Source: an optimization exercise on an open RTL-to-GDS flow (aim: small area, a short achievable clock period and few clock cycles). Production flows keep margins and buffers that such runs may drop. In this exercise RTL edits were held to simulation tests only and were not proved equivalent to the original. Power figures rest on the tool's default switching activity, not on a simulated workload.

**design/flow/config.mk**
```make
export PLATFORM = sky130hd
export DESIGN_NAME = adc_divider_voltage_averager_core
export DESIGN_NICKNAME = adc_divider_voltage_averager_core
export VERILOG_FILES = /design/flow/design.v
export SDC_FILE = /design/flow/constraint.sdc
export NUM_CORES = 4
export LEC_CHECK = 0
export CAP_MARGIN = 20
export CORE_MARGIN = 2
export CORE_UTILIZATION = 40
export SLEW_MARGIN = 20
```
**design/flow/run.sh**
```bash
#!/bin/bash
# synth_recipe.tcl (not shown) runs the flow's synth.tcl, then flattens the netlist and writes it again
# the make line also repeats each setting of config.mk as NAME=value (left out here)
make -C /OpenROAD-flow-scripts/flow DESIGN_CONFIG=/design/flow/config.mk WORK_HOME=/design/flow/orfs CLKGATE_MAP_FILE= SYNTH_SCRIPT=/design/flow/synth_recipe.tcl finish
```
**design/flow/constraint.sdc**
```tcl
create_clock -name core_clock -period 12.0 [get_ports {i_clk}]
set_input_delay 2.4000 -clock core_clock [delete_from_list [all_inputs] [get_ports {i_clk}]]
set_output_delay 2.4000 -clock core_clock [all_outputs]
set_load 0.01 [all_outputs]
```
**design/flow/design.v**
```verilog
`timescale 1ns / 1ps
package adv_pkg;
    localparam logic [12:0] REF_RESET = 13'd3300;
    localparam logic [9:0]  THR_RESET = 10'd100;
    localparam logic signed [28:0] S3_K = 29'sd67498996;
    localparam logic signed [41:0] D1   = -42'sd203289785351;
    localparam logic signed [41:0] D0S  = -42'sd129195078400;
endpackage
`timescale 1ns / 1ps
module adv_read (
    input  logic [28:0] i_n,
    input  logic        i_zero,    
    input  logic [9:0]  i_thr,
    input  logic [11:0] i_off,
    output logic [16:0] o_mv
);
    logic [4:0]  w_a;
    logic [11:0] w_b, w_c;
    logic [13:0] w_s;
    logic [1:0]  w_corr;
    logic [16:0] w_q;
    logic signed [17:0] w_r;
    assign w_a    = i_n[28:24];
    assign w_b    = i_n[23:12];
    assign w_c    = i_n[11:0];
    assign w_s    = 14'(w_a) + 14'(w_b) + 14'(w_c);
    assign w_corr = 2'(w_s >= 14'd4095) + 2'(w_s >= 14'd8190);
    assign w_q    = {w_a, 12'd0} + 17'(w_a) + 17'(w_b) + 17'(w_corr);
    assign w_r    = $signed({1'b0, w_q}) + 18'($signed(i_off));
    always_comb begin
        if (i_zero || (w_q < 17'(i_thr)) || w_r[17]) begin
            o_mv = '0;
        end else begin
            o_mv = w_r[16:0];
        end
    end
endmodule
`timescale 1ns / 1ps
module adv_mul (
    input  logic signed [29:0] i_a,
    input  logic signed [11:0] i_u,
    input  logic signed [41:0] i_c,
    output logic signed [41:0] o_p
);
    logic [12:0] w_b;
    logic [41:0] w_pp [6];
    logic [5:0]  w_ng;
    assign w_b = {i_u, 1'b0};
    for (genvar i = 0; i < 6; i++) begin : g_row
        logic        b0, b1, b2, one, two;
        logic [30:0] m, mx;
        assign b0  = w_b[2*i];
        assign b1  = w_b[2*i+1];
        assign b2  = w_b[2*i+2];
        assign one = b0 ^ b1;
        assign two = (b2 & ~b1 & ~b0) | (~b2 & b1 & b0);
        assign m   = ({31{one}} & {i_a[29], i_a}) | ({31{two}} & {i_a, 1'b0});
        assign mx  = m ^ {31{b2}};
        assign w_ng[i] = b2;
        assign w_pp[i] = 42'({{11{mx[30]}}, mx}) << (2 * i);
    end
    assign o_p = w_pp[0] + w_pp[1] + w_pp[2] + w_pp[3] + w_pp[4] + w_pp[5]
               + 42'(w_ng[0]) + 42'({w_ng[1], 2'b0}) + 42'({w_ng[2], 4'b0})
               + 42'({w_ng[3], 6'b0}) + 42'({w_ng[4], 8'b0}) + 42'({w_ng[5], 10'b0})
               + i_c;
endmodule
`timescale 1ns / 1ps
`timescale 1ns / 1ps
module adc_divider_voltage_averager_core (
    input  logic        i_clk,
    input  logic        i_rst_n,
    input  logic        i_in_valid,
    output logic        o_in_ready,
    input  logic [15:0] i_in_data,    
    output logic        o_out_valid,
    input  logic        i_out_ready,
    output logic [23:0] o_out_data,   
    input  logic        i_cfg_we,
    input  logic [1:0]  i_cfg_idx,
    input  logic [12:0] i_cfg_data
);
    localparam logic [1:0] PH_IDLE = 2'd0;
    localparam logic [1:0] PH_A    = 2'd1;    
    localparam logic [1:0] PH_B    = 2'd2;    
    localparam logic [1:0] PH_J    = 2'd3;    
    localparam logic [1:0] JS_IDLE = 2'd0;
    localparam logic [1:0] JS_PEND = 2'd1;    
    localparam logic [1:0] JS_RUN  = 2'd2;
    localparam logic [1:0] JS_DONE = 2'd3;    
    logic        r_filter;
    logic [12:0] r_ref;
    logic [11:0] r_off;
    logic [9:0]  r_thr;
    always_ff @(posedge i_clk) begin
        if (!i_rst_n) begin
            r_filter <= 1'b0;
            r_ref    <= adv_pkg::REF_RESET;
            r_off    <= '0;
            r_thr    <= adv_pkg::THR_RESET;
        end else if (i_cfg_we) begin
            case (i_cfg_idx)
                2'd0:    r_filter <= i_cfg_data[0];
                2'd1:    r_ref    <= i_cfg_data;
                2'd2:    r_off    <= i_cfg_data[11:0];
                default: r_thr    <= i_cfg_data[9:0];
            endcase
        end
    end
    logic [16:0] w_k;
    assign w_k = (17'(r_ref) << 3) + (17'(r_ref) << 1) + 17'(r_ref);
    logic        r_ready;
    logic        w_take;
    logic [3:0]  r_cnt;
    logic [11:0] r_xx;
    logic [3:0]  r_xc;
    logic        r_xv, r_xf, r_xfirst, r_xlast;
    logic        w_xon;
    logic [3:0]  r_wch, r_wch2;
    assign w_take = i_in_valid & r_ready;
    assign w_xon  = r_xv & r_xf;
    always_ff @(posedge i_clk) begin
        r_xx     <= i_in_data[15:4];
        r_xc     <= i_in_data[3:0];
        r_xf     <= r_filter;
        r_xfirst <= (r_cnt == 4'd0);
        r_xlast  <= (r_cnt == 4'd15);
        if (!i_rst_n) begin
            r_xv  <= 1'b0;
            r_cnt <= '0;
        end else begin
            r_xv <= w_take;
            if (w_take) r_cnt <= r_cnt + 4'd1;
        end
        if (r_xv && r_xfirst) r_wch  <= r_xc;
        if (r_xv && r_xlast)  r_wch2 <= r_wch;
    end
    logic [1:0]         r_ph;
    logic signed [29:0] r_a;
    logic signed [11:0] r_u;
    logic               r_rfirst, r_rlast;
    logic [1:0]         r_js;
    logic [28:0]        r_jp;
    logic               r_jzf;
    logic [3:0]         r_jch;
    logic               w_job_go;
    logic signed [28:0] w_s3;
    logic signed [41:0] w_c, w_p;
    assign w_job_go = (r_js == JS_PEND) && !w_xon && (r_ph != PH_A);
    assign w_s3     = -adv_pkg::S3_K - 29'(r_xx) * 29'sd17045;
    always_comb begin
        case (r_ph)
            PH_A:    w_c = adv_pkg::D1;
            PH_B:    w_c = adv_pkg::D0S;
            default: w_c = 42'({w_k, 11'd0});
        endcase
    end
    adv_mul u_mul (
        .i_a (r_a),
        .i_u (r_u),
        .i_c (w_c),
        .o_p (w_p)
    );
    always_ff @(posedge i_clk) begin
        if (!i_rst_n) begin
            r_ph <= PH_IDLE;
        end else if (w_xon) begin
            r_ph <= PH_A;
        end else if (r_ph == PH_A) begin
            r_ph <= PH_B;
        end else if (w_job_go) begin
            r_ph <= PH_J;
        end else begin
            r_ph <= PH_IDLE;
        end
        if (w_xon) begin
            r_a      <= 30'(w_s3);
            r_u      <= {~r_xx[11], r_xx[10:0]};
            r_rfirst <= r_xfirst;
            r_rlast  <= r_xlast;
        end else if (r_ph == PH_A) begin
            r_a <= w_p[39:10];
        end else if (w_job_go) begin
            r_a <= 30'(w_k);
            r_u <= r_jp[11:0];
        end
    end
    logic               r_vv, r_vfirst, r_vlast;
    logic signed [19:0] r_vval;
    logic signed [22:0] r_acc;
    logic               r_accfull;
    always_ff @(posedge i_clk) begin
        if (!i_rst_n) begin
            r_vv      <= 1'b0;
            r_accfull <= 1'b0;
        end else begin
            r_vv      <= (r_ph == PH_B) || (r_xv && !r_xf);
            r_accfull <= r_vv && r_vlast;
        end
        if (r_ph == PH_B) begin
            r_vval   <= w_p[41:22];
            r_vfirst <= r_rfirst;
            r_vlast  <= r_rlast;
        end else begin
            r_vval   <= 20'(r_xx);
            r_vfirst <= r_xfirst;
            r_vlast  <= r_xlast;
        end
        if (r_vv) begin
            r_acc <= (r_vfirst ? 23'sd0 : r_acc) + 23'(r_vval);
        end
    end
    logic        r_ov;
    logic [16:0] r_omv;
    logic [3:0]  r_och;
    logic [16:0] w_mv;
    logic        w_oload;
    logic [11:0] w_mu;
    assign w_mu    = r_acc[22] ? 12'h800 : {~r_acc[15], r_acc[14:4]};
    assign w_oload = (r_js == JS_DONE) && !r_ov;
    always_ff @(posedge i_clk) begin
        if (!i_rst_n) begin
            r_js <= JS_IDLE;
        end else if (r_accfull) begin
            r_js <= JS_PEND;
        end else if (w_job_go) begin
            r_js <= JS_RUN;
        end else if (r_js == JS_RUN) begin
            r_js <= JS_DONE;
        end else if (w_oload) begin
            r_js <= JS_IDLE;
        end
        if (r_accfull) begin
            r_jp  <= 29'(w_mu);
            r_jzf <= r_acc[22] && (r_ref != '0);
            r_jch <= r_wch2;
        end else if (r_js == JS_RUN) begin
            r_jp <= w_p[28:0];
        end
    end
    adv_read u_read (
        .i_n    (r_jp),
        .i_zero (r_jzf),
        .i_thr  (r_thr),
        .i_off  (r_off),
        .o_mv   (w_mv)
    );
    always_ff @(posedge i_clk) begin
        if (!i_rst_n) begin
            r_ov <= 1'b0;
        end else if (w_oload) begin
            r_ov <= 1'b1;
        end else if (i_out_ready) begin
            r_ov <= 1'b0;
        end
        if (w_oload) begin
            r_omv <= w_mv;
            r_och <= r_jch;
        end
    end
    assign o_out_valid = r_ov;
    assign o_out_data  = {3'b000, r_omv, r_och};
    logic [1:0] r_pend;
    logic [1:0] w_pend_n;
    logic [3:0] w_cnt_n;
    logic [1:0] w_js_n;
    logic       w_took_on, w_job_next, w_block;
    assign w_took_on = w_take & r_filter;
    assign w_cnt_n   = w_take ? r_cnt + 4'd1 : r_cnt;
    assign w_pend_n  = r_pend + 2'(w_take && (r_cnt == 4'd15)) - 2'(r_ov && i_out_ready);
    assign w_js_n    = r_accfull ? JS_PEND
                     : w_job_go ? JS_RUN
                     : (r_js == JS_RUN) ? JS_DONE
                     : w_oload ? JS_IDLE : r_js;
    assign w_job_next = (w_js_n == JS_PEND) && !w_took_on && !w_xon;
    assign w_block = w_took_on                                         
                   || (!r_filter && w_xon)                             
                   || (r_filter && (w_js_n == JS_PEND) && !w_job_next)  
                   || ((w_cnt_n == 4'd15) && (w_pend_n == 2'd2));      
    always_ff @(posedge i_clk) begin
        if (!i_rst_n) begin
            r_pend  <= '0;
            r_ready <= 1'b0;
        end else begin
            r_pend  <= w_pend_n;
            r_ready <= !w_block;
        end
    end
    assign o_in_ready = r_ready;
endmodule
```
==> metrics.md <==
| Metric | Value |
|---|---|
| Cells after synthesis | between 3000 and 4000 |
| Clk_skew | 34.8 ps |
| Largest net degree at the start of global routing | between 80 and 90 |
| Placer congestion estimate | 0.915 |
| Achievable Freq | ~110 MHz |
| Max Slew Vio Count | 0 |
| Port Buffers | 58 |
| Cell Area, Synth | approximately 27000 sq um |
| Root Driver | clkbuf_16 |
| Power per cell area | around 180 nW/um^2 |
| DRT Pass-1 Iters | 5 |
| H-tree levels | 1 |
| Die ar. | approximately 70000 sq um |
| Worst Path Max Fanout | between 40 and 50 |
| Worst hold stages | 0 |
| Ys flop type | edfxtp_1 |
| Reg2reg path depth | 31 |
| Relative slew slack | 0.268 |
| Core Box Area | approximately 67000 sq um |
| Post-synthesis average cell area | about 8 sq um |
| Setup TNS | 0 ps |
| RR Endpoint | r_a[29] |
| Slowest CP cell | nand2_1 |
| Io pins | slightly above 60 |
| DP HPWL | 62.0 mm |
| Final setup viols | 0 |
| R2r startpoint | r_u[2] |
| Post-CTS sizing | 0 |
| Number of synthesized register bits | approximately 220 |
| GRT Overall Usage | 0.234 |
| Yosys warns | 4 |
| DR vias/cell | 5.84 |
| CTS hold repair buffers | 0 |
| Die width | around 260 um |
| CTS sink count | between 200 and 250 |
| Ratio of cells with drive above 1 in the final layout | 0.0544 |
| CTS buffer count | 27 |
| # DRC | 0 |
| Routed len/inst | between 20 and 25 um |
| CTS Buffer Depth | 3 |
| CP endpoint kind | flip-flop |
| Max-cap violations | 0 |
| Initial DRC count | ~2200 |
| Initial antenna violation count | 0 |
| EDFF count, synth | 113 |
| LEAKAGE | approximately 12 nW |
| Vias in the first global route | roughly 22000 |
| Global-route wire length before repair | between 100 and 150 mm |
| RSZ-0062 raised after global routing | no |
| CTS tree | built |
| CP max stage delay | ~750 ps |
| Synth async-reset ratio | 0 |
| Critical path arrival | approximately 9500 ps |
| Die Ht | approximately 260 um |
| Worst hold start | r_xc[1] |
| HP Class | flip-flop to flip-flop |
| Startpoint types | flip-flop |
| Starting Density | 0.404 |
| Rows | 95 |
| Area grow syn2layout | 7.63% |
| Period utilization | 0.766 |
| Vias after detailed routing | between 20000 and 25000 |
| Detail Route Antenna Nets | 0 |
| Worst IR Drop VDD | 0.250 mV |
| Sequential-to-total area share from yosys stat | 0.205 |
| Req. time, crit path | ~12000 ps |
| Routed wire length | approximately 83 mm |
| Status | complete, no violations |
| Net count, final | 3682 |
| Worst-margin pin slew | around 1100 ps |
| GRT overflow | 0 |
| Reg2Reg Setup Slack | between 2000 and 3000 ps |
| Clock transition at the registers of the reported paths | 90 ps |
| Ant diodes | 0 |
| Skew-Pair Late Insertion Delay | 570 ps |
| Fin util | 0.435 |
| Postcts setup bufs | 0 |
| CP Class | flip-flop to flip-flop |
| Hold worst-path end | r_wch[1] |
| Post-route minimum period | ~9000 ps |
| Cell variety after synth | 85 |
| Final Hold Violating Endpoints | 0 |
-- report_power, final --
group          switching [W]  total (W)  internal [W]
clock network       0.000358   0.000833      0.000475
logic                0.00210    0.00340       0.00131
registers          0.0000853   0.000945      0.000860
total                0.00254    0.00518       0.00264
-- synthesized netlist by cell type (12+ instances only) --
cell,n,area [sq um]
nor2_1,375,1410
a21oi_1,321,1610
ha_1,288,3600
nand2_1,264,991
clkbuf_1,201,754
inv_1,185,694
fa_1,177,3540
a221oi_1,138,1210
o22ai_1,130,813
o21ai_0,128,641
xnor2_1,124,1090
edfxtp_1,113,3390
dfxtp_1,109,2180
xor2_1,70,613
a21o_1,69,518
nand3_1,66,330
buf_1,57,214
nor2b_1,43,269
nand2b_1,35,219
nor3_1,31,155
and2_1,26,163
a22o_1,25,219
a31oi_1,25,156
o21bai_1,22,165
mux2i_1,20,200
mux2_2,18,203
a211oi_1,17,128
nand4_1,17,106
o21a_1,16,120
and3_1,14,87.6
o21ai_1,13,65.1
or2_2,13,81.3
or3_1,13,81.3
o31ai_1,12,90.1
-- layer usage --
layer	vias to the layer above	track usage	part of all wire
met5	-	0	0
met4	0	0.0705	0.030
met3	93	0.0301	0.072
met2	888	0.369	0.44
met1	11300	0.334	0.46
li1	11500	-	-
-- worst max-delay path: cells and delay by family, from the launching register on --
| family | cells | cell delay, ps |
|---|---|---|
| AO/OA/AOI/OAI | 16 | 3680 |
| XOR/XNOR | 2 | 430 |
| adder cells (fa/ha/maj) | 6 | 2450 |
| buffers and inverters | 1 | 260 |
| flip-flops | 1 | 360 |
| AND/OR/NAND/NOR | 6 | 1720 |
-- worst max-delay path by stage --
| stage | from | end | slack [ps] |
|---|---|---|---|
| 2_1_floorplan | r_u[1] | r_a[29] | 4230 |
| 3_3_place_gp | r_u[2] | r_a[29] | 2940 |
| 3_5_place_dp | r_u[2] | r_a[29] | 2940 |
| 4_1_cts | r_u[2] | r_a[29] | 2870 |
| 5_1_grt | r_u[2] | r_a[29] | 2160 |
| 6_report | r_u[2] | r_a[29] | 2810 |
-- cells by family (layout without fill, tap and decap cells) --
logic type	count (synthesis)	in the layout	share of synthesized area
AND/OR/NAND/NOR	925	925	0.152
flip-flops	222	222	0.205
multiplexers	38	38	0.0148
buffers and inverters	450	358	0.0633
XOR/XNOR	195	195	0.0632
AO/OA/AOI/OAI	995	995	0.238
other	1	3	0.000138
adder cells (fa/ha/maj)	465	465	0.263
-- placed cells by master, fill, tap and decap left out, types with 14 or more instances in the layout --
master,netlist,final
o22ai_1,130,130
o21a_1,16,16
mux2_2,18,18
fa_1,177,177
clkbuf_16,0,29
nand2_1,264,264
nor2b_1,43,43
nor2_1,375,369
o21ai_1,13,14
nor3_1,31,31
ha_1,288,287
a21o_1,69,69
a221oi_1,138,138
and2_1,26,26
a21oi_1,321,321
and3_1,14,14
xor2_1,70,70
inv_1,185,185
nand3_1,66,66
edfxtp_1,113,113
o21ai_0,128,126
a211oi_1,17,17
mux2i_1,20,20
dfxtp_1,109,108
o21bai_1,22,22
clkdlybuf4s50_1,0,58
nand4_1,17,17
buf_4,3,66
nand2b_1,35,35
a22o_1,25,25
xnor2_1,124,124
a31oi_1,25,25
-- flip-flops by register name, indices dropped and copies added, names as in the netlist, 4 cells and up --
register / count
r_vval: 20
r_off: 12
r_cnt: 4
r_omv: 17
r_jp: 29
r_u: 12
r_xx: 12
r_ref: 13
r_wch2: 4
r_acc: 23
r_och: 4
r_a: 30
r_xc: 4
r_jch: 4
r_wch: 4
r_thr: 10
-- stage by stage --
stage / setup WS, ps / hold slack [ps] / area [sq um] / cells / total power (W)
floorplan: 4230 / 361 / 27100 / 3293 / 0.00340
global placement: 2940 / 390 / 28300 / 4025 / 0.00427
detailed placement: 2940 / 389 / 28300 / 4025 / 0.00427
CTS: 2870 / 404 / 29200 / 4074 / 0.00514
global route: 2160 / 409 / 29200 / 4074 / 0.00558
finish: 2810 / 402 / 29200 / 4074 / 0.00518
-- cell type report --
type,count,area [sq um]
fillers,6629,38000
multi-input cells,2621,19900
flip-flops and latches,222,5580
well taps,873,1090
repair buffers,124,1080
clock buffers,37,806
inverters,185,694
clock inverters,12,88.8
Testbench counts, summed over its fixed seeds: cycles 3,496.

-- afterwards: timing with drivers on the ports --
In the flow no input, the clock included, has a driving cell. The finished layout below was timed again as built, in two steps. Step 1 (the two cells are an assumption about what drives the block):
set clk [get_ports {i_clk}]
set_driving_cell -lib_cell sky130_fd_sc_hd__clkbuf_16 $clk
set_driving_cell -lib_cell sky130_fd_sc_hd__buf_2 [delete_from_list [all_inputs] $clk]
Step 2 times the ports against the registers' clock, not the clock port: input delays grow and output delays shrink by t, the midpoint of the rising clock arrivals with the driver on. Three values: no drivers, after step 1, after step 2; two values: the first two.
shift t [ns]: 0.613
slack for setup (ns): 2.811 / 2.811 / 2.811
worst setup path at the end: register to register
cell pins on the clock port's net: 1
After both steps setup and hold are still met in this run. For this run, drivers alone change the setup slack by 0.000 ns; drivers and shift together by 0.000 ns.
